This is an optimization exercise on Yosys and OpenROAD, whose aim is a short achievable clock period and few clock cycles per item, not a production implementation. Only simulation tests tie the RTL to the original design; equivalence was not proved.

File: flow/design.v
`default_nettype none
package cpu_pkg;
    typedef enum logic [2:0] {
        IDLE,
        FETCH,
        DECODE,
        EXECUTE,
        MEM_LOAD,
        MEM_STORE,
        WRITE_BACK
    } cpu_state_e;
    typedef enum logic [2:0] {
        OP_ADDSUB = 3'b000,    
        OP_SLTMUL = 3'b001,    
        OP_LOAD   = 3'b010,
        OP_STORE  = 3'b011,
        OP_BEQ    = 3'b100,
        OP_JUMP   = 3'b101
    } opcode_e;
    typedef struct packed {
        opcode_e                   op;
        logic [4-1:0] rs;
        logic [4-1:0] rt;
        logic [4-1:0] rd;
        logic                      func;
    } inst_t;
    typedef struct packed {
        logic signed [16-1:0] rs_data;
        logic signed [16-1:0] rt_data;
    } operands_t;
    typedef struct packed {
        logic                   arvalid;
        logic [32-1:0] araddr;
        logic                   rready;
    } axi_rd_m_t;
    typedef struct packed {
        logic                   arready;
        logic                   rvalid;
        logic [16-1:0] rdata;
    } axi_rd_s_t;
    typedef struct packed {
        logic                   awvalid;
        logic [32-1:0] awaddr;
        logic                   wvalid;
        logic [16-1:0] wdata;
        logic                   bready;
    } axi_wr_m_t;
    typedef struct packed {
        logic awready;
        logic wready;
        logic bvalid;
    } axi_wr_s_t;
endpackage
`default_nettype wire
`timescale 1ns/1ps
`default_nettype none
module cpu_control
(
    input  logic       clk,
    input  logic       rst_n,
    input  logic       done_alu,        
    input  logic       done_mem,        
    input  logic       complete,        
    input  logic       a_v,             
    input  logic [1:0] nq,              
    output logic       hold,            
    output logic       io_stall
);
    localparam int N = 3;
    logic [7:0] c0, c0_n;
    logic [5:0] c   [1:N];
    logic [5:0] c_n [1:N];
    logic [1:0] nout;
    logic       q_alu, q_mem, q_complete;
    logic [1:0] q_nout;
    always_ff @(posedge clk or negedge rst_n) begin
        if (!rst_n) begin
            q_alu      <= 1'b0;
            q_mem      <= 1'b0;
            q_complete <= 1'b0;
            q_nout     <= '0;
        end else begin
            q_alu      <= done_alu;
            q_mem      <= done_mem;
            q_complete <= complete;
            q_nout     <= {1'b0, a_v} + nq;
        end
    end
    always_comb begin
        c0_n = c0;
        for (int k = 1; k <= N; k++) c_n[k] = c[k];
        nout = q_nout;
        if (q_complete) begin
            c0_n = c0 + {2'b0, c[1]};
            for (int k = 1; k < N; k++) c_n[k] = c[k+1];
            c_n[N] = '0;
            nout = nout - 2'd1;
        end
        if (q_mem) begin
            for (int k = 1; k <= N; k++) if (nout == 2'(k-1)) c_n[k] = 6'd1;
        end
        if (q_alu) begin
            if (nout == 2'd0) c0_n = c0_n + 8'd1;
            for (int k = 1; k <= N; k++) if (nout == 2'(k)) c_n[k] = c_n[k] + 6'd1;
        end
        if (c0 != 8'd0) c0_n = c0_n - 8'd1;
    end
    logic near_full;
    always_comb begin
        near_full = (c0 > 8'd170);
        for (int k = 1; k <= N; k++) if (c[k] > 6'd44) near_full = 1'b1;
    end
    always_ff @(posedge clk or negedge rst_n) begin
        if (!rst_n) begin
            c0       <= '0;
            for (int k = 1; k <= N; k++) c[k] <= '0;
            hold     <= 1'b0;
            io_stall <= 1'b1;
        end else begin
            c0       <= c0_n;
            for (int k = 1; k <= N; k++) c[k] <= c_n[k];
            hold     <= near_full;
            io_stall <= (c0 == 8'd0);
        end
    end
endmodule
`default_nettype wire
`timescale 1ns/1ps
`default_nettype none
module fetch_unit
#(
    parameter int IW   = 5,      
    parameter int DIST = 16      
)
(
    input  logic        clk,
    input  logic        rst_n,
    output logic        imem_arvalid,
    output logic [31:0] imem_araddr,
    output logic        imem_rready,
    input  logic        imem_arready,
    input  logic        imem_rvalid,
    input  logic [15:0] imem_rdata,
    input  logic        d_stall,        
    input  logic        redirect,       
    input  logic [11:0] d_alt,          
    output logic        f_v,
    output logic [15:0] f_inst,
    output logic        f_pt,           
    output logic [11:0] f_alt,
    output logic        x_hit,          
    output logic [15:0] x_inst,
    output logic        x_pt,
    output logic [11:0] x_alt
);
    localparam int NE = 1 << IW;
    localparam int TW = 11 - IW;
    logic [NE-1:0]  c_val;
    logic [TW-1:0]  c_tag  [NE];
    logic [15:0]    c_inst [NE];
    logic [NE-1:0]  c_pt;
    logic [NE-1:0]  c_isj;
    logic [10:0]    c_tgt  [NE];        
    logic [11:0]    fpc;
    logic [11:0]    x_pc, x_next;
    logic           resp_v;
    logic [10:0]    resp_a;
    logic [15:0]    resp_d;
    logic           ar_v;
    logic [10:0]    ar_a;
    logic [10:0]    spc;
    logic [10:0]    f_a [4];
    logic [1:0]     f_rp, f_wp;
    logic [2:0]     f_cnt;
    logic        r_isj, r_pt;
    logic [10:0] r_tgt;
    logic [2:0]  i_op;
    logic [10:0] i_a;
    assign i_op = imem_rdata[15:13];
    assign i_a  = f_a[f_rp];
    logic [10:0]   fw;
    logic [IW-1:0] fidx;
    logic [TW-1:0] ftag;
    assign fw   = fpc[11:1];
    assign fidx = fw[IW-1:0];
    assign ftag = fw[10:IW];
    logic        c_hit, r_hit, hit;
    logic [15:0] l_inst;
    logic        l_pt, l_isj;
    logic [10:0] l_tgt;
    logic [11:0] l_next;
    assign c_hit = c_val[fidx] && (c_tag[fidx] == ftag);
    assign r_hit = resp_v && (resp_a == fw);
    assign hit   = c_hit || r_hit;
    always_comb begin
        if (r_hit) begin
            l_inst = resp_d;
            l_pt   = r_pt;
            l_isj  = r_isj;
            l_tgt  = r_tgt;
        end else begin
            l_inst = c_inst[fidx];
            l_pt   = c_pt[fidx];
            l_isj  = c_isj[fidx];
            l_tgt  = c_tgt[fidx];
        end
        if (l_pt) l_next = {l_tgt, l_isj ? l_inst[0] : fpc[0]};
        else      l_next = fpc + 12'd2;
    end
    logic [11:0] l_alt;
    assign l_alt = l_pt ? (fpc + 12'd2) : {l_tgt, fpc[0]};
    logic [10:0]   aw;
    logic [IW-1:0] aidx;
    logic          a_hit;
    logic [15:0]   a_inst;
    logic          a_pt, a_isj;
    logic [10:0]   a_tgt;
    logic [11:0]   a_next, a_alt;
    assign aw     = d_alt[11:1];
    assign aidx   = aw[IW-1:0];
    assign a_hit  = c_val[aidx] && (c_tag[aidx] == aw[10:IW]);
    assign a_inst = c_inst[aidx];
    assign a_pt   = c_pt[aidx];
    assign a_isj  = c_isj[aidx];
    assign a_tgt  = c_tgt[aidx];
    assign a_next = a_pt ? {a_tgt, a_isj ? a_inst[0] : d_alt[0]} : (d_alt + 12'd2);
    assign a_alt  = a_pt ? (d_alt + 12'd2) : {a_tgt, d_alt[0]};
    always_ff @(posedge clk) begin
        x_inst <= a_inst;
        x_pt   <= a_pt;
        x_pc   <= d_alt;
        x_next <= a_next;
        x_alt  <= a_alt;
    end
    always_ff @(posedge clk or negedge rst_n) begin
        if (!rst_n) x_hit <= 1'b0;
        else        x_hit <= a_hit;
    end
    logic [10:0]   yw;
    logic [IW-1:0] yidx;
    logic          y_hit;
    logic [15:0]   y_inst;
    logic          y_pt, y_isj;
    logic [10:0]   y_tgt;
    logic [11:0]   y_next, y_alt;
    assign yw     = x_next[11:1];
    assign yidx   = yw[IW-1:0];
    assign y_hit  = c_val[yidx] && (c_tag[yidx] == yw[10:IW]);
    assign y_inst = c_inst[yidx];
    assign y_pt   = c_pt[yidx];
    assign y_isj  = c_isj[yidx];
    assign y_tgt  = c_tgt[yidx];
    assign y_next = y_pt ? {y_tgt, y_isj ? y_inst[0] : x_next[0]} : (x_next + 12'd2);
    assign y_alt  = y_pt ? (x_next + 12'd2) : {y_tgt, x_next[0]};
    logic f_free;
    assign f_free = !f_v || !d_stall;
    always_ff @(posedge clk or negedge rst_n) begin
        if (!rst_n) begin
            fpc <= '0;
            f_v <= 1'b0;
        end else if (redirect) begin
            if (x_hit && y_hit) fpc <= y_next;
            else if (x_hit)     fpc <= x_next;
            else                fpc <= x_pc;
            f_v <= x_hit && y_hit;
        end else if (f_free) begin
            f_v <= hit;
            if (hit) fpc <= l_next;
        end
    end
    always_ff @(posedge clk) begin
        if (redirect) begin
            f_inst <= y_inst;
            f_pt   <= y_pt;
            f_alt  <= y_alt;
        end else if (f_free) begin
            f_inst <= l_inst;
            f_pt   <= l_pt;
            f_alt  <= l_alt;
        end
    end
    logic [IW-1:0] ridx;
    assign ridx = resp_a[IW-1:0];
    always_ff @(posedge clk or negedge rst_n) begin
        if (!rst_n) begin
            c_val <= '0;
        end else if (resp_v) begin
            c_val[ridx] <= 1'b1;
        end
    end
    always_ff @(posedge clk) begin
        if (resp_v) begin
            c_tag[ridx]  <= resp_a[10:IW];
            c_inst[ridx] <= resp_d;
            c_pt[ridx]   <= r_pt;
            c_isj[ridx]  <= r_isj;
            c_tgt[ridx]  <= r_tgt;
        end
    end
    logic       ar_hs, r_hs;
    logic       infl, restart, ahead_ok, room, slot_free, issue;
    logic [10:0] s_dist;
    logic [3:0] f_live;
    assign ar_hs = ar_v && imem_arready;
    assign r_hs  = imem_rvalid && (f_cnt != 3'd0);
    always_comb begin
        for (int i = 0; i < 4; i++) begin
            f_live[i] = (2'(i - f_rp) < f_cnt[1:0]) || f_cnt[2];
        end
        infl = ar_v && (ar_a == mw);
        for (int i = 0; i < 4; i++) begin
            if (f_live[i] && (f_a[i] == mw)) infl = 1'b1;
        end
    end
    logic [10:0] fw_p1, spc_p1;
    assign fw_p1     = fw + 11'd1;
    assign spc_p1    = spc + 11'd1;
    assign s_dist    = spc - fw;
    logic        m_miss;
    logic [10:0] mw, mw_p1;
    assign mw_p1     = mw + 11'd1;
    assign restart   = m_miss && !infl && (spc != mw) && !(resp_v && resp_a == mw);
    assign ahead_ok  = (s_dist < 11'(DIST));
    assign room      = ({1'b0, f_cnt} + {3'b0, ar_v}) <= 4'd3;
    assign slot_free = !ar_v || ar_hs;
    assign issue     = slot_free && room && (restart || ahead_ok);
    always_ff @(posedge clk or negedge rst_n) begin
        if (!rst_n) begin
            ar_v   <= 1'b0;
            spc    <= '0;
            m_miss <= 1'b0;
            f_rp   <= '0;
            f_wp   <= '0;
            f_cnt  <= '0;
            resp_v <= 1'b0;
        end else begin
            m_miss <= !hit && !redirect;
            if (issue) begin
                ar_v <= 1'b1;
                spc  <= restart ? mw_p1 : spc_p1;
            end else begin
                if (ar_hs) ar_v <= 1'b0;
                if (restart) spc <= mw;
            end
            if (ar_hs) f_wp <= f_wp + 2'd1;
            if (r_hs)  f_rp <= f_rp + 2'd1;
            f_cnt  <= f_cnt + {2'b0, ar_hs} - {2'b0, r_hs};
            resp_v <= r_hs;
        end
    end
    always_ff @(posedge clk) begin
        if (issue) ar_a <= restart ? mw : spc;
        mw <= fw;
        if (ar_hs) f_a[f_wp] <= ar_a;
        if (r_hs) begin
            resp_a <= i_a;
            resp_d <= imem_rdata;
            r_isj  <= (i_op == 3'b101);
            r_pt   <= (i_op == 3'b101) ||
                      ((i_op == 3'b100) && (imem_rdata[4] || (imem_rdata[12:9] == imem_rdata[8:5])));
            r_tgt  <= (i_op == 3'b101) ? imem_rdata[11:1]
                                       : (i_a + 11'd1 + {{6{imem_rdata[4]}}, imem_rdata[4:0]});
        end
    end
    assign imem_arvalid = ar_v;
    assign imem_araddr  = {20'h00001, ar_a, 1'b0};
    assign imem_rready  = 1'b1;
endmodule
`default_nettype wire
`timescale 1ns/1ps
`default_nettype none
module reg_file
(
    input  logic        clk,
    input  logic        rst_n,
    input  logic        we_e,
    input  logic [3:0]  wa_e,
    input  logic [15:0] wd_e,
    input  logic        we_m,
    input  logic [3:0]  wa_m,
    input  logic [15:0] wd_m,
    input  logic        we_l,
    input  logic [3:0]  wa_l,
    input  logic [15:0] wd_l,
    output logic [255:0] regs
);
    always_ff @(posedge clk or negedge rst_n) begin
        if (!rst_n) begin
            regs <= '0;
        end else begin
            for (int i = 0; i < 16; i++) begin
                if (we_e && wa_e == 4'(i))      regs[16*i +: 16] <= wd_e;
                else if (we_m && wa_m == 4'(i)) regs[16*i +: 16] <= wd_m;
                else if (we_l && wa_l == 4'(i)) regs[16*i +: 16] <= wd_l;
            end
        end
    end
endmodule
`default_nettype wire
`timescale 1ns/1ps
`default_nettype none
module execute_unit
(
    input  logic [15:0] a,
    input  logic [15:0] b,
    input  logic        sub,
    input  logic        slt,
    output logic [15:0] result,
    output logic        eq,
    output logic [63:0] mul_r
);
    logic [15:0] sum;
    logic        less;
    assign sum    = sub ? (a - b) : (a + b);
    assign less   = $signed(a) < $signed(b);
    assign result = slt ? {15'b0, less} : sum;
    assign eq     = (a == b);
    logic [15:0] pp [16];
    always_comb begin
        for (int i = 0; i < 16; i++) pp[i] = (a << i) & {16{b[i]}};
    end
    logic [15:0] l1 [11];
    logic [15:0] l2 [8];
    logic [15:0] l3 [6];
    logic [15:0] l4 [4];
    function automatic logic [15:0] csa_s(input logic [15:0] x, input logic [15:0] y, input logic [15:0] z);
        csa_s = x ^ y ^ z;
    endfunction
    function automatic logic [15:0] csa_c(input logic [15:0] x, input logic [15:0] y, input logic [15:0] z);
        csa_c = ((x & y) | (x & z) | (y & z)) << 1;
    endfunction
    always_comb begin
        for (int k = 0; k < 5; k++) begin
            l1[2*k]   = csa_s(pp[3*k], pp[3*k+1], pp[3*k+2]);
            l1[2*k+1] = csa_c(pp[3*k], pp[3*k+1], pp[3*k+2]);
        end
        l1[10] = pp[15];
        for (int k = 0; k < 3; k++) begin
            l2[2*k]   = csa_s(l1[3*k], l1[3*k+1], l1[3*k+2]);
            l2[2*k+1] = csa_c(l1[3*k], l1[3*k+1], l1[3*k+2]);
        end
        l2[6] = l1[9];
        l2[7] = l1[10];
        for (int k = 0; k < 2; k++) begin
            l3[2*k]   = csa_s(l2[3*k], l2[3*k+1], l2[3*k+2]);
            l3[2*k+1] = csa_c(l2[3*k], l2[3*k+1], l2[3*k+2]);
        end
        l3[4] = l2[6];
        l3[5] = l2[7];
        for (int k = 0; k < 2; k++) begin
            l4[2*k]   = csa_s(l3[3*k], l3[3*k+1], l3[3*k+2]);
            l4[2*k+1] = csa_c(l3[3*k], l3[3*k+1], l3[3*k+2]);
        end
        mul_r = {l4[3], l4[2], l4[1], l4[0]};
    end
endmodule
`default_nettype wire
`timescale 1ns/1ps
`default_nettype none
module mem_unit
(
    input  logic        clk,
    input  logic        rst_n,
    input  logic        req,            
    input  logic        req_st,
    input  logic [10:0] req_addr,       
    input  logic [15:0] req_data,
    input  logic [3:0]  req_rd,
    input  logic        kill,           
    input  logic [3:0]  kill_rd,        
    output logic        accept,
    output logic        complete,       
    output logic        a_v,            
    output logic [1:0]  nq,             
    output logic        lw_v,
    output logic [3:0]  lw_rd,
    output logic        dmem_arvalid,
    output logic [31:0] dmem_araddr,
    output logic        dmem_rready,
    input  logic        dmem_arready,
    input  logic        dmem_rvalid,
    input  logic [15:0] dmem_rdata,
    output logic        dmem_awvalid,
    output logic [31:0] dmem_awaddr,
    output logic        dmem_wvalid,
    output logic [15:0] dmem_wdata,
    output logic        dmem_bready,
    input  logic        dmem_awready,
    input  logic        dmem_wready,
    input  logic        dmem_bvalid
);
    logic        a_st;
    logic        a_kill;
    logic [3:0]  a_rd;
    logic        ar_v, aw_v, w_v;
    logic [10:0] a_addr;
    logic [15:0] a_data;
    localparam int Q = 2;
    logic [Q-1:0] q_v, q_st, q_kill;
    logic [3:0]   q_rd   [Q];
    logic [10:0]  q_addr [Q];
    logic [15:0]  q_data [Q];
    logic complete_ld, complete_st, afree;
    assign accept      = !q_v[Q-1];
    assign lw_v        = a_v && !a_st && !ar_v && !a_kill;
    assign lw_rd       = a_rd;
    assign complete_ld = a_v && !a_st && !ar_v && dmem_rvalid;
    assign complete_st = a_v && a_st && !aw_v && !w_v && dmem_bvalid;
    assign complete    = complete_ld || complete_st;
    assign afree       = !a_v || complete;
    always_comb begin
        nq = '0;
        for (int i = 0; i < Q; i++) nq = nq + {1'b0, q_v[i]};
    end
    logic         a_kill_n;
    logic [Q-1:0] q_kill_n;
    assign a_kill_n = a_kill || (kill && (a_rd == kill_rd));
    always_comb begin
        for (int i = 0; i < Q; i++) q_kill_n[i] = q_kill[i] || (kill && (q_rd[i] == kill_rd));
    end
    logic        n_load;       
    logic        n_kill;
    logic        n_st;
    logic [3:0]  n_rd;
    logic [10:0] n_addr;
    logic [15:0] n_data;
    assign n_load = afree && (q_v[0] || req);
    assign n_st   = q_v[0] ? q_st[0]     : req_st;
    assign n_kill = q_v[0] ? q_kill_n[0] : 1'b0;
    assign n_rd   = q_v[0] ? q_rd[0]     : req_rd;
    assign n_addr = q_v[0] ? q_addr[0]   : req_addr;
    assign n_data = q_v[0] ? q_data[0]   : req_data;
    logic         shift, enq;
    logic [Q-1:0] s_v, s_st, s_kill, s_new;
    logic [3:0]   s_rd   [Q];
    logic [10:0]  s_addr [Q];
    logic [15:0]  s_data [Q];
    assign shift = afree && q_v[0];
    assign enq   = req && accept && !(afree && !q_v[0]);
    always_comb begin
        for (int i = 0; i < Q; i++) begin
            if (shift && i + 1 < Q) begin
                s_v[i]    = q_v[i+1];
                s_st[i]   = q_st[i+1];
                s_kill[i] = q_kill_n[i+1];
                s_rd[i]   = q_rd[i+1];
                s_addr[i] = q_addr[i+1];
                s_data[i] = q_data[i+1];
            end else if (shift) begin
                s_v[i]    = 1'b0;
                s_st[i]   = q_st[i];
                s_kill[i] = q_kill_n[i];
                s_rd[i]   = q_rd[i];
                s_addr[i] = q_addr[i];
                s_data[i] = q_data[i];
            end else begin
                s_v[i]    = q_v[i];
                s_st[i]   = q_st[i];
                s_kill[i] = q_kill_n[i];
                s_rd[i]   = q_rd[i];
                s_addr[i] = q_addr[i];
                s_data[i] = q_data[i];
            end
        end
        for (int i = 0; i < Q; i++) begin
            s_new[i] = enq && !s_v[i] && ((i == 0) || s_v[(i == 0) ? 0 : i-1]);
        end
    end
    always_ff @(posedge clk or negedge rst_n) begin
        if (!rst_n) begin
            a_v    <= 1'b0;
            a_st   <= 1'b0;
            ar_v   <= 1'b0;
            aw_v   <= 1'b0;
            w_v    <= 1'b0;
            a_kill <= 1'b0;
            q_v    <= '0;
            q_kill <= '0;
        end else begin
            if (n_load) a_kill <= n_kill;
            else        a_kill <= a_kill_n;
            if (n_load) begin
                a_v  <= 1'b1;
                a_st <= n_st;
                ar_v <= !n_st;
                aw_v <= n_st;
                w_v  <= n_st;
            end else begin
                if (complete) a_v <= 1'b0;
                if (dmem_arready) ar_v <= 1'b0;
                if (dmem_awready) aw_v <= 1'b0;
                if (dmem_wready)  w_v  <= 1'b0;
            end
            for (int i = 0; i < Q; i++) begin
                q_v[i]    <= s_v[i] || s_new[i];
                q_kill[i] <= s_new[i] ? 1'b0 : s_kill[i];
            end
        end
    end
    always_ff @(posedge clk) begin
        if (n_load) begin
            a_rd   <= n_rd;
            a_addr <= n_addr;
            a_data <= n_data;
        end
        for (int i = 0; i < Q; i++) begin
            if (s_new[i]) begin
                q_st[i]   <= req_st;
                q_rd[i]   <= req_rd;
                q_addr[i] <= req_addr;
                q_data[i] <= req_data;
            end else if (shift) begin
                q_st[i]   <= s_st[i];
                q_rd[i]   <= s_rd[i];
                q_addr[i] <= s_addr[i];
                q_data[i] <= s_data[i];
            end
        end
    end
    assign dmem_arvalid = ar_v;
    assign dmem_araddr  = {20'h00001, a_addr, 1'b0};
    assign dmem_rready  = 1'b1;
    assign dmem_awvalid = aw_v;
    assign dmem_awaddr  = {20'h00001, a_addr, 1'b0};
    assign dmem_wvalid  = w_v;
    assign dmem_wdata   = a_data;
    assign dmem_bready  = 1'b1;
endmodule
`default_nettype wire
`timescale 1ns/1ps
`default_nettype none
module cpu_top
(
    input  logic                   clk,
    input  logic                   rst_n,
    output logic                   io_stall,
    output logic                   imem_arvalid,
    output logic [32-1:0] imem_araddr,
    output logic                   imem_rready,
    input  logic                   imem_arready,
    input  logic                   imem_rvalid,
    input  logic [16-1:0] imem_rdata,
    output logic                   dmem_arvalid,
    output logic [32-1:0] dmem_araddr,
    output logic                   dmem_rready,
    input  logic                   dmem_arready,
    input  logic                   dmem_rvalid,
    input  logic [16-1:0] dmem_rdata,
    output logic                   dmem_awvalid,
    output logic [32-1:0] dmem_awaddr,
    output logic                   dmem_wvalid,
    output logic [16-1:0] dmem_wdata,
    output logic                   dmem_bready,
    input  logic                   dmem_awready,
    input  logic                   dmem_wready,
    input  logic                   dmem_bvalid
);
    logic        f_v, f_pt;
    logic [15:0] f_inst;
    logic [11:0] f_alt;
    logic        x_hit, x_pt;
    logic [15:0] x_inst;
    logic [11:0] x_alt;
    logic        d_v, d_pt, d_stall;
    logic [15:0] d_inst;
    logic [15:0] d_rs_oh, d_rt_oh;
    logic [11:0] d_alt;
    logic [15:0] d_ra, d_rb;     
    logic        redirect;
    logic [255:0] regs;
    logic        e_v;
    logic        e_walu, e_sub, e_slt, e_mul, e_beq, e_pt, e_eq;
    logic [3:0]  e_rd;
    logic [15:0] e_a, e_b;
    logic        m_v;
    logic [3:0]  m_rd;
    logic [15:0] m_r [4];
    logic [15:0] mul_res;
    logic        mu_accept, mu_complete, mu_a_v;
    logic [1:0]  mu_nq;
    logic        ld_ok;         
    logic [15:0] sb;            
    logic        lw_v;          
    logic [3:0]  lw_rd;
    logic        fw_rs, fw_rt;  
    logic        hold;
    fetch_unit u_fetch (
        .clk(clk), .rst_n(rst_n),
        .imem_arvalid(imem_arvalid), .imem_araddr(imem_araddr), .imem_rready(imem_rready),
        .imem_arready(imem_arready), .imem_rvalid(imem_rvalid), .imem_rdata(imem_rdata),
        .d_stall(d_stall), .redirect(redirect), .d_alt(d_alt),
        .f_v(f_v), .f_inst(f_inst), .f_pt(f_pt), .f_alt(f_alt),
        .x_hit(x_hit), .x_inst(x_inst), .x_pt(x_pt), .x_alt(x_alt)
    );
    function automatic logic [15:0] rf_read(input logic [255:0] r, input logic [3:0] a);
        logic [15:0] oh;
        logic [15:0] v;
        oh = 16'd1 << a;
        v  = '0;
        for (int i = 0; i < 16; i++) v = v | (r[16*i +: 16] & {16{oh[i]}});
        rf_read = v;
    endfunction
    logic [15:0] rf_fa, rf_fb, rf_xa, rf_xb;
    assign rf_fa = rf_read(regs, f_inst[12:9]);
    assign rf_fb = rf_read(regs, f_inst[8:5]);
    assign rf_xa = rf_read(regs, x_inst[12:9]);
    assign rf_xb = rf_read(regs, x_inst[8:5]);
    logic        lwe_v, lwm_v, lwl_v;
    logic [3:0]  lwe_a, lwm_a, lwl_a;
    logic [15:0] lwe_d, lwm_d, lwl_d;
    logic [15:0] ra_cur, rb_cur;
    logic [2:0]  op;
    logic [3:0]  rs, rt, rd, dst;
    logic        func;
    logic        uses_rs, uses_rt, writes;
    logic        i_ld, i_st, i_mem;
    logic [15:0] pend;
    logic        hazard, d_ok, d_fire;
    assign op   = d_inst[15:13];
    assign rs   = d_inst[12:9];
    assign rt   = d_inst[8:5];
    assign rd   = d_inst[4:1];
    assign func = d_inst[0];
    assign i_ld    = (op == 3'b010);
    assign i_st    = (op == 3'b011);
    assign i_mem   = i_ld || i_st;
    assign uses_rs = !op[2] || (op == 3'b100);
    assign uses_rt = (op == 3'b000) || (op == 3'b001) || (op == 3'b011) || (op == 3'b100);
    assign writes  = (op == 3'b000) || (op == 3'b001) || i_ld;
    assign dst     = i_ld ? rt : rd;
    assign ld_ok = lw_v && dmem_rvalid;
    assign pend  = sb;
    logic sa_e, sa_m, sa_l, sb_e, sb_m, sb_l;
    always_comb begin
        if (sa_e)      ra_cur = lwe_d;
        else if (sa_m) ra_cur = lwm_d;
        else if (sa_l) ra_cur = lwl_d;
        else           ra_cur = d_ra;
        if (sb_e)      rb_cur = lwe_d;
        else if (sb_m) rb_cur = lwm_d;
        else if (sb_l) rb_cur = lwl_d;
        else           rb_cur = d_rb;
    end
    logic        pend_rs, pend_rt;
    assign pend_rs = |(pend & d_rs_oh);
    assign pend_rt = |(pend & d_rt_oh);
    logic mulhaz_rs, mulhaz_rt;
    assign mulhaz_rs = e_v && e_mul && (e_rd == rs);
    assign mulhaz_rt = e_v && e_mul && (e_rd == rt);
    assign fw_rs  = lw_v && (lw_rd == rs) && dmem_rvalid;
    assign fw_rt  = lw_v && (lw_rd == rt) && dmem_rvalid;
    logic slthaz;
    assign slthaz = (i_mem && ((e_v && e_slt && (e_rd == rs)) || (m_v && (m_rd == rs)))) ||
                    ((op == 3'b100) && m_v && ((m_rd == rs) || (m_rd == rt)));
    assign hazard = slthaz ||
                    (uses_rs && ((pend_rs && !fw_rs) || mulhaz_rs)) ||
                    (uses_rt && ((pend_rt && !fw_rt) || mulhaz_rt));
    assign d_ok    = !hazard && !hold && !(i_mem && !mu_accept);
    assign d_fire  = d_v && d_ok && !redirect;
    assign d_stall = d_v && !d_ok;
    logic [15:0] alu_res;
    logic [15:0] opa, opb;
    logic [15:0] oth_a, oth_b;
    logic        eh_a, eh_b;
    always_comb begin
        if (fw_rs)                   oth_a = dmem_rdata;
        else if (m_v && m_rd == rs)  oth_a = mul_res;
        else                         oth_a = ra_cur;
        if (fw_rt)                   oth_b = dmem_rdata;
        else if (m_v && m_rd == rt)  oth_b = mul_res;
        else                         oth_b = rb_cur;
    end
    assign eh_a = !fw_rs && e_v && e_walu && (e_rd == rs);
    assign eh_b = !fw_rt && e_v && e_walu && (e_rd == rt);
    assign opa  = eh_a ? alu_res : oth_a;
    assign opb  = eh_b ? alu_res : oth_b;
    logic [15:0] cmp_a, cmp_b;
    assign cmp_a = fw_rs ? dmem_rdata : ra_cur;
    assign cmp_b = fw_rt ? dmem_rdata : rb_cur;
    function automatic logic sum_is(input logic [15:0] x, input logic [15:0] y,
                                    input logic cin, input logic [15:0] c);
        logic [15:0] k, h;
        h = x ^ y ^ c;                        
        k = {(x[14:0] & y[14:0]) | ((x[14:0] ^ y[14:0]) & h[14:0]), cin};
        sum_is = (h == k);
    endfunction
    logic        less_e;
    logic [15:0] ey;
    assign ey     = e_b ^ {16{e_sub}};
    assign less_e = $signed(e_a) < $signed(e_b);
    logic eq_oo, eq_ao, eq_oa, eq_d;
    assign eq_oo = (cmp_a == cmp_b);
    assign eq_ao = e_slt ? ((cmp_b[15:1] == 15'd0) && (cmp_b[0] == less_e))
                         : sum_is(e_a, ey, e_sub, cmp_b);
    assign eq_oa = e_slt ? ((cmp_a[15:1] == 15'd0) && (cmp_a[0] == less_e))
                         : sum_is(e_a, ey, e_sub, cmp_a);
    always_comb begin
        case ({eh_a, eh_b})
            2'b00:   eq_d = eq_oo;
            2'b10:   eq_d = eq_ao;
            2'b01:   eq_d = eq_oa;
            default: eq_d = 1'b1;
        endcase
    end
    logic [15:0] imm16;
    assign imm16 = {{11{d_inst[4]}}, d_inst[4:0]};
    logic [10:0] imm11, addr_in, addr_rf, addr_e, daddr;
    logic [15:0] base_rf;
    assign imm11   = imm16[10:0];
    assign base_rf = ra_cur;
    function automatic logic [10:0] addr_add(input logic [10:0] base, input logic [4:0] imm);
        logic [5:0] lo;
        logic [5:0] hi, hi_p, hi_m;
        lo   = {1'b0, base[4:0]} + {1'b0, imm};
        hi   = base[10:5];
        hi_p = base[10:5] + 6'd1;
        hi_m = base[10:5] - 6'd1;
        if (imm[4]) addr_add = {lo[5] ? hi   : hi_m, lo[4:0]};
        else        addr_add = {lo[5] ? hi_p : hi,   lo[4:0]};
    endfunction
    logic [10:0] ea_x, ea_y, ea_z, ea_s, ea_c;
    assign ea_x   = e_a[10:0];
    assign ea_y   = e_b[10:0] ^ {11{e_sub}};
    assign ea_z   = imm11;
    assign ea_s   = ea_x ^ ea_y ^ ea_z;
    assign ea_c   = {((ea_x[9:0] & ea_y[9:0]) | (ea_x[9:0] & ea_z[9:0]) | (ea_y[9:0] & ea_z[9:0])), e_sub};
    assign addr_in = addr_add(dmem_rdata[10:0], d_inst[4:0]);
    assign addr_rf = addr_add(base_rf[10:0], d_inst[4:0]);
    assign addr_e  = ea_s + ea_c;
    always_comb begin
        if (fw_rs)                            daddr = addr_in;
        else if (e_v && e_walu && e_rd == rs) daddr = addr_e;
        else                                  daddr = addr_rf;
    end
    always_ff @(posedge clk or negedge rst_n) begin
        if (!rst_n) begin
            e_v <= 1'b0;
        end else begin
            e_v <= d_fire && !i_mem;
        end
    end
    always_ff @(posedge clk or negedge rst_n) begin
        if (!rst_n) begin
            d_v <= 1'b0;
        end else if (redirect) begin
            d_v <= x_hit;
        end else if (!d_stall) begin
            d_v <= f_v;
        end
    end
    always_ff @(posedge clk) begin
        if (redirect) begin
            d_inst  <= x_inst;
            d_pt    <= x_pt;
            d_alt   <= x_alt;
            d_rs_oh <= 16'd1 << x_inst[12:9];
            d_rt_oh <= 16'd1 << x_inst[8:5];
            d_ra    <= rf_xa;
            d_rb    <= rf_xb;
        end else if (!d_stall) begin
            d_inst  <= f_inst;
            d_pt    <= f_pt;
            d_alt   <= f_alt;
            d_rs_oh <= 16'd1 << f_inst[12:9];
            d_rt_oh <= 16'd1 << f_inst[8:5];
            d_ra    <= rf_fa;
            d_rb    <= rf_fb;
        end else begin
            d_ra    <= ra_cur;
            d_rb    <= rb_cur;
        end
    end
    logic [3:0] n_rs, n_rt;
    always_comb begin
        if (redirect)      begin n_rs = x_inst[12:9]; n_rt = x_inst[8:5]; end
        else if (!d_stall) begin n_rs = f_inst[12:9]; n_rt = f_inst[8:5]; end
        else               begin n_rs = rs;           n_rt = rt;          end
    end
    always_ff @(posedge clk or negedge rst_n) begin
        if (!rst_n) begin
            sa_e <= 1'b0;
            sa_m <= 1'b0;
            sa_l <= 1'b0;
            sb_e <= 1'b0;
            sb_m <= 1'b0;
            sb_l <= 1'b0;
        end else begin
            sa_e <= e_v && e_walu && (e_rd == n_rs);
            sa_m <= m_v && (m_rd == n_rs);
            sa_l <= ld_ok && (lw_rd == n_rs);
            sb_e <= e_v && e_walu && (e_rd == n_rt);
            sb_m <= m_v && (m_rd == n_rt);
            sb_l <= ld_ok && (lw_rd == n_rt);
        end
    end
    always_ff @(posedge clk or negedge rst_n) begin
        if (!rst_n) begin
            lwe_v <= 1'b0;
            lwm_v <= 1'b0;
            lwl_v <= 1'b0;
        end else begin
            lwe_v <= e_v && e_walu;
            lwm_v <= m_v;
            lwl_v <= ld_ok;
        end
    end
    always_ff @(posedge clk) begin
        lwe_a <= e_rd;
        lwe_d <= alu_res;
        lwm_a <= m_rd;
        lwm_d <= mul_res;
        lwl_a <= lw_rd;
        lwl_d <= dmem_rdata;
    end
    always_ff @(posedge clk) begin
        begin
            e_walu <= (op == 3'b000) || ((op == 3'b001) && !func);
            e_sub  <= (op == 3'b000) && func;
            e_slt  <= (op == 3'b001) && !func;
            e_mul  <= (op == 3'b001) && func;
            e_beq  <= (op == 3'b100);
            e_pt   <= d_pt;
            e_eq   <= eq_d;
            e_rd   <= dst;
            e_a    <= opa;
            e_b    <= opb;
        end
    end
    logic        eq;
    logic [63:0] mul_r;
    execute_unit u_execute (
        .a(e_a), .b(e_b), .sub(e_sub), .slt(e_slt),
        .result(alu_res), .eq(eq), .mul_r(mul_r)
    );
    assign redirect    = e_v && e_beq && (e_eq != e_pt);
    always_ff @(posedge clk or negedge rst_n) begin
        if (!rst_n) begin
            m_v <= 1'b0;
        end else begin
            m_v <= e_v && e_mul;
        end
    end
    always_ff @(posedge clk) begin
        if (e_v && e_mul) begin
            m_rd <= e_rd;
            for (int k = 0; k < 4; k++) m_r[k] <= mul_r[16*k +: 16];
        end
    end
    logic [15:0] m_s0, m_c0, m_s1, m_c1;
    assign m_s0    = m_r[0] ^ m_r[1] ^ m_r[2];
    assign m_c0    = ((m_r[0] & m_r[1]) | (m_r[0] & m_r[2]) | (m_r[1] & m_r[2])) << 1;
    assign m_s1    = m_s0 ^ m_c0 ^ m_r[3];
    assign m_c1    = ((m_s0 & m_c0) | (m_s0 & m_r[3]) | (m_c0 & m_r[3])) << 1;
    assign mul_res = m_s1 + m_c1;
    reg_file u_reg_file (
        .clk(clk), .rst_n(rst_n),
        .we_e(e_v && e_walu), .wa_e(e_rd), .wd_e(alu_res),
        .we_m(m_v), .wa_m(m_rd), .wd_m(mul_res),
        .we_l(ld_ok), .wa_l(lw_rd), .wd_l(dmem_rdata),
        .regs(regs)
    );
    always_ff @(posedge clk or negedge rst_n) begin
        if (!rst_n) begin
            sb <= '0;
        end else begin
            for (int i = 0; i < 16; i++) begin
                if (d_fire && writes && dst == 4'(i)) sb[i] <= i_ld;
                else if (ld_ok && lw_rd == 4'(i))     sb[i] <= 1'b0;
            end
        end
    end
    mem_unit u_mem (
        .clk(clk), .rst_n(rst_n),
        .req(d_fire && i_mem), .req_st(i_st), .req_addr(daddr),
        .req_data(opb), .req_rd(rt),
        .kill(d_fire && writes), .kill_rd(dst),
        .accept(mu_accept), .complete(mu_complete), .a_v(mu_a_v), .nq(mu_nq),
        .lw_v(lw_v), .lw_rd(lw_rd),
        .dmem_arvalid(dmem_arvalid), .dmem_araddr(dmem_araddr), .dmem_rready(dmem_rready),
        .dmem_arready(dmem_arready), .dmem_rvalid(dmem_rvalid), .dmem_rdata(dmem_rdata),
        .dmem_awvalid(dmem_awvalid), .dmem_awaddr(dmem_awaddr), .dmem_wvalid(dmem_wvalid),
        .dmem_wdata(dmem_wdata), .dmem_bready(dmem_bready),
        .dmem_awready(dmem_awready), .dmem_wready(dmem_wready), .dmem_bvalid(dmem_bvalid)
    );
    cpu_control u_control (
        .clk(clk), .rst_n(rst_n),
        .done_alu(d_fire && !i_mem), .done_mem(d_fire && i_mem),
        .complete(mu_complete), .a_v(mu_a_v), .nq(mu_nq),
        .hold(hold), .io_stall(io_stall)
    );
endmodule
`default_nettype wire
File: flow/run.sh
#!/bin/bash
# synth_recipe.tcl (not shown) runs the flow's synth.tcl, then flattens the netlist and writes it again
# the make line also repeats each setting of config.mk as NAME=value (left out here)
make -C /OpenROAD-flow-scripts/flow DESIGN_CONFIG=/design/flow/config.mk WORK_HOME=/design/flow/orfs CLKGATE_MAP_FILE= SYNTH_SCRIPT=/design/flow/synth_recipe.tcl finish
File: flow/config.mk
export PLATFORM = sky130hd
export DESIGN_NAME = cpu_top
export DESIGN_NICKNAME = cpu_top
export VERILOG_FILES = /design/flow/design.v
export SDC_FILE = /design/flow/constraint.sdc
export NUM_CORES = 4
export LEC_CHECK = 0
export CAP_MARGIN = 20
export CORE_MARGIN = 2
export CORE_UTILIZATION = 55
export SETUP_SLACK_MARGIN = 3.3
export SLEW_MARGIN = 20
File: flow/constraint.sdc
create_clock -name core_clock -period 7.0 [get_ports {clk}]
set_input_delay 1.4000 -clock core_clock [delete_from_list [all_inputs] [get_ports {clk}]]
set_output_delay 1.4000 -clock core_clock [all_outputs]
set_load 0.01 [all_outputs]
==> flow_metrics.env <==
export IMPL_outcome="timing/DRC/antenna clean"
export IMPL_cts_sinks=1981
export IMPL_dieHeight_um=469
export IMPL_synth_edf_count=1403
export IMPL_synth_simple_area_share=0.0761
export IMPL_p_comb_frac=0.498
export IMPL_portBuffers=94
export IMPL_synth_fa_ha_area_frac=0.0377
export IMPL_cts_made_buffers=215
export IMPL_p_int_mw=33.5
export IMPL_via_per_inst=7.59
export IMPL_grt_use_total=0.460
export IMPL_core_area_mm2=0.215
export IMPL_fin_crit_ps=3950
export IMPL_htreeDepth=4
export IMPL_cp_arrival_ps=4760
export IMPL_via_count=95104
export IMPL_cts_root_buffer="clkbuf_16"
export IMPL_drt_pre_antenna_iters=17
export IMPL_finalSetupTns_ps=0
export IMPL_die_area_mm2=0.220
export IMPL_crit_top_cell="o21ai_0"
export IMPL_mostFrequentLayoutCells="edfxtp_1, mux4_2, nand2_1"
export IMPL_synthTopCellsByArea="edfxtp_1, mux4_2, dfrtp_1, mux2i_1, dfxtp_1"
export IMPL_crit_slowest_cell="nor2_1"
export IMPL_grt_max_degree=123
export IMPL_critPathKind="flip-flop to flip-flop"
export IMPL_fp_dieW_um=469
export IMPL_drt_iter0_drc=16594
export IMPL_synthMuxAreaShare=0.243
export IMPL_synth_top_cell_area_share=0.355
export IMPL_row_count=170
export IMPL_grt_pass1_vias=90123
export IMPL_fin_crit_sh=0.564
export IMPL_wire_per_inst_um=40.6
export IMPL_hold_ws_ps=361
export IMPL_final_max_slew_viol_count=0
export IMPL_drive_gt1_frac=0.257
export IMPL_final_common_cell="edfxtp_1"
export IMPL_total_power_mw=58.2
export IMPL_finalSetupViolations=0
export IMPL_yosysWarningCount=23
export IMPL_yosysTopAreaCell="edfxtp_1"
export IMPL_syn_cell_area_mm2=0.119
export IMPL_syn_instance_count=9312
export IMPL_synth_top_family_by_area="multiplexers"
export IMPL_min_delay_path_class="flip-flop to flip-flop"
export IMPL_synthFlopType="edfxtp_1"
export IMPL_p_per_area_mw_per_mm2=430
export IMPL_leakage_nw=48.8
export IMPL_crit_path_start_kind="flip-flop"
export IMPL_area_growth_pct=14.1
export IMPL_cts_hold_buf=0
export IMPL_synth_xor_area_frac=0.0291
export IMPL_maxCapViolCount=0
export IMPL_critPathMaxFanout=12
export IMPL_hold_viol=0
export IMPL_clk_pin_slew_ps=60
export IMPL_p_clk_frac=0.201
export IMPL_ant_nets=0
export IMPL_grt_overflow=0
export IMPL_synth_seq_cells=1981
export IMPL_tightest_slew_ps=1370
export IMPL_rsz0062_at_grt="yes"
export IMPL_grt_pass1_wl_um=703000
export IMPL_clockBufferDepth=3
export IMPL_swShare=0.424
export IMPL_fmax_ghz=0.253
export IMPL_wl_um=508000
export IMPL_io_pins=161
export IMPL_slew_headroom=0.0813
export IMPL_synth_compound_area_frac=0.106
export IMPL_drc=0
export IMPL_fin_nets=9779
export IMPL_critPathCaptureType="flip-flop"
export IMPL_clock_latency_ps=940
export IMPL_cpPeakStageDelay_ps=1090
export IMPL_crit_path_cell_trace="nand2b_1, nor2_1, buf_4, a22oi_1, nand4_1, o21ai_0, o21ai_0"
export IMPL_skew_ps=85.6
export IMPL_hpwl_um=303000
export IMPL_postSynthAreaPerCell_um2=12.8
export IMPL_synthArstFlopShare=0.196
export IMPL_gp_congestion=1.01
export IMPL_power_sequential_fraction=0.301
export IMPL_p_sw_mw=24.7
export IMPL_antenna_found_initial=37
export IMPL_ys_seq_area_frac=0.469
export IMPL_ys_types=89
export IMPL_cts_tree="yes"
export IMPL_cp_required_ps=7810
export IMPL_vdd_ir_drop_max_mv=0.441
export IMPL_start_util=0.553
[stage by stage]
stage          setup WS, ps  area (um^2)  instances   util
2_1_floorplan          2370       119000       9376      -
3_3_place_gp           1180       124000      11774  0.575
3_5_place_dp           1140       124000      11775  0.576
5_1_grt                3100       135000      12495  0.631
4_1_cts                3210       134000      12384  0.624
6_report               3050       136000      12523  0.632
[synth_stat cells (22+ instances only)]
cell         n
nand2_1    986
o211ai_1   215
o31ai_1     35
nor2b_1     38
a21oi_1    200
a22o_1     134
ha_1       145
a22oi_1    314
fa_1       133
mux4_2    1020
dfrtp_1    388
nor4_1      47
buf_1      108
dfxtp_1    189
xor2_1     127
a21o_1      54
edfxtp_1  1403
a211oi_1    22
and2_1      31
buf_4       83
clkbuf_1   602
mux2i_1    449
nand2b_1    45
nor3_1     100
and3_1      40
mux2_2     125
o22ai_1     26
o21ai_0    624
nor2_1     384
or3_1       24
inv_1      259
nand4_1    110
a221oi_1   126
xnor2_1    267
buf_2       59
nand3_1    185
[final cells by class]
class / instances / area (um^2)
timing repair inverter: 1 / 7.51
clock buffer: 282 / 5740
multi-input combinational: 6280 / 60900
fill: 16085 / 79100
clock inverter: 123 / 1430
antenna: 37 / 92.6
tap: 2838 / 3550
inverter: 271 / 1100
timing repair buffer: 710 / 6950
sequential: 1981 / 55700
[metal layers]
| metal | part of all wire | up-vias | wire length, um | GRT usage |
|---|---|---|---|---|
| met5 | 0.0014 | - | 713 | 0.0238 |
| met4 | 0.091 | 35 | 46300 | 0.325 |
| met3 | 0.14 | 2409 | 69300 | 0.172 |
| met2 | 0.43 | 8407 | 218000 | 0.662 |
| met1 | 0.34 | 47645 | 174000 | 0.574 |
| li1 | - | 36608 | - | - |
[what timing repair did]
item | in CTS | in global routing
gates cloned | 19 | 4
setup buffers | 185 | 93
pin swaps | 74 | 55
gates resized for setup | 251 | 137
endpoints found under the setup margin | 1259 | 410
[final timing paths]
check | slack, ps | cells past startpoint | end | from
setup / recovery | 3050 | 7 | d_ra[3]$_DFF_P_ | u_fetch.x_inst[10]$_DFF_P_
hold / removal | 360 | 0 | e_pt$_DFF_P_ | d_pt$_DFFE_PN_
setup reg to reg | 3050 | 7 | d_ra[3]$_DFF_P_ | u_fetch.x_inst[10]$_DFF_P_
hold reg to reg | 360 | 0 | e_pt$_DFF_P_ | d_pt$_DFFE_PN_
max in group asynchronous | 5280 | 2 | u_fetch.resp_v$_DFF_PN0_ | rst_n
min in group asynchronous | 430 | 1 | u_mem.q_v[0]$_DFF_PN0_ | rst_n
[registers in the layout, summed over array words and instances, names as in the netlist, 18 cells and up, named ones only]
name             flops
u_fetch.c_tag      192
u_fetch.c_tgt      352
u_reg_file.regs    256
u_fetch.c_inst     512
u_mem.q_data        32
m_r                 34
u_fetch.f_a         44
u_mem.q_addr        22
u_fetch.c_pt        32
u_control.c         18
u_fetch.c_val       32
[power groups by stage]
stage / combinational, mW / clock [mW] / sequential, mW
2_1_floorplan: 17.7 / 0 / 16.2
3_3_place_gp: 25.5 / 0 / 17.7
3_5_place_dp: 25.7 / 0 / 17.8
4_1_cts: 27.2 / 11.7 / 17.4
5_1_grt: 30.1 / 12.2 / 17.6
6_report: 29.0 / 11.7 / 17.5
[critical path, delay by kind of cell (launching register included)]
kind                   cells  cell delay, ps
buffers and inverters      1             570
DFF                        1             920
and+or+nand+nor            3            1430
AOI/OAI and AO/OA          3             930
[logic make-up (layout without fill, tap and decap cells)]
kind of cell / Yosys count / count (layout)
AOI/OAI and AO/OA: 1902 / 1904
xor gates and xnor gates: 394 / 394
adders and majority gates: 278 / 278
buffers and inverters: 1125 / 1387
DFF: 1981 / 1981
muxes: 1594 / 1594
other: 2 / 103
and+or+nand+nor: 2036 / 2044
Testbench counts, summed over its fixed seeds: cycles 27,751, instructions 24,000.

## re-timing with driven ports
No port has a modelled driver above. Below, the same layout with a new extraction and two added sets of constraints.
Step 1 (the two cells are an assumption about what drives the block):
set clk [get_ports {clk}]
set_driving_cell -lib_cell sky130_fd_sc_hd__clkbuf_16 $clk
set_driving_cell -lib_cell sky130_fd_sc_hd__buf_2 [delete_from_list [all_inputs] $clk]
Step 2 also shifts input and output timing later by t, the mid clock arrival at the registers, as if the neighbouring blocks saw the same clock.
Slacks: no drivers / after step 1 / after step 2; pairs: no drivers / after step 1.
t, ns: 0.988
setup WS [ns]: 3.052 / 3.052 / 2.258
worst setup path at the end: input to register
worst register clock-pin slew, ns: 0.08 / 0.08
After both steps this run still meets setup and hold. For this run, drivers alone change the setup slack by 0.000 ns; drivers and shift together by -0.794 ns.
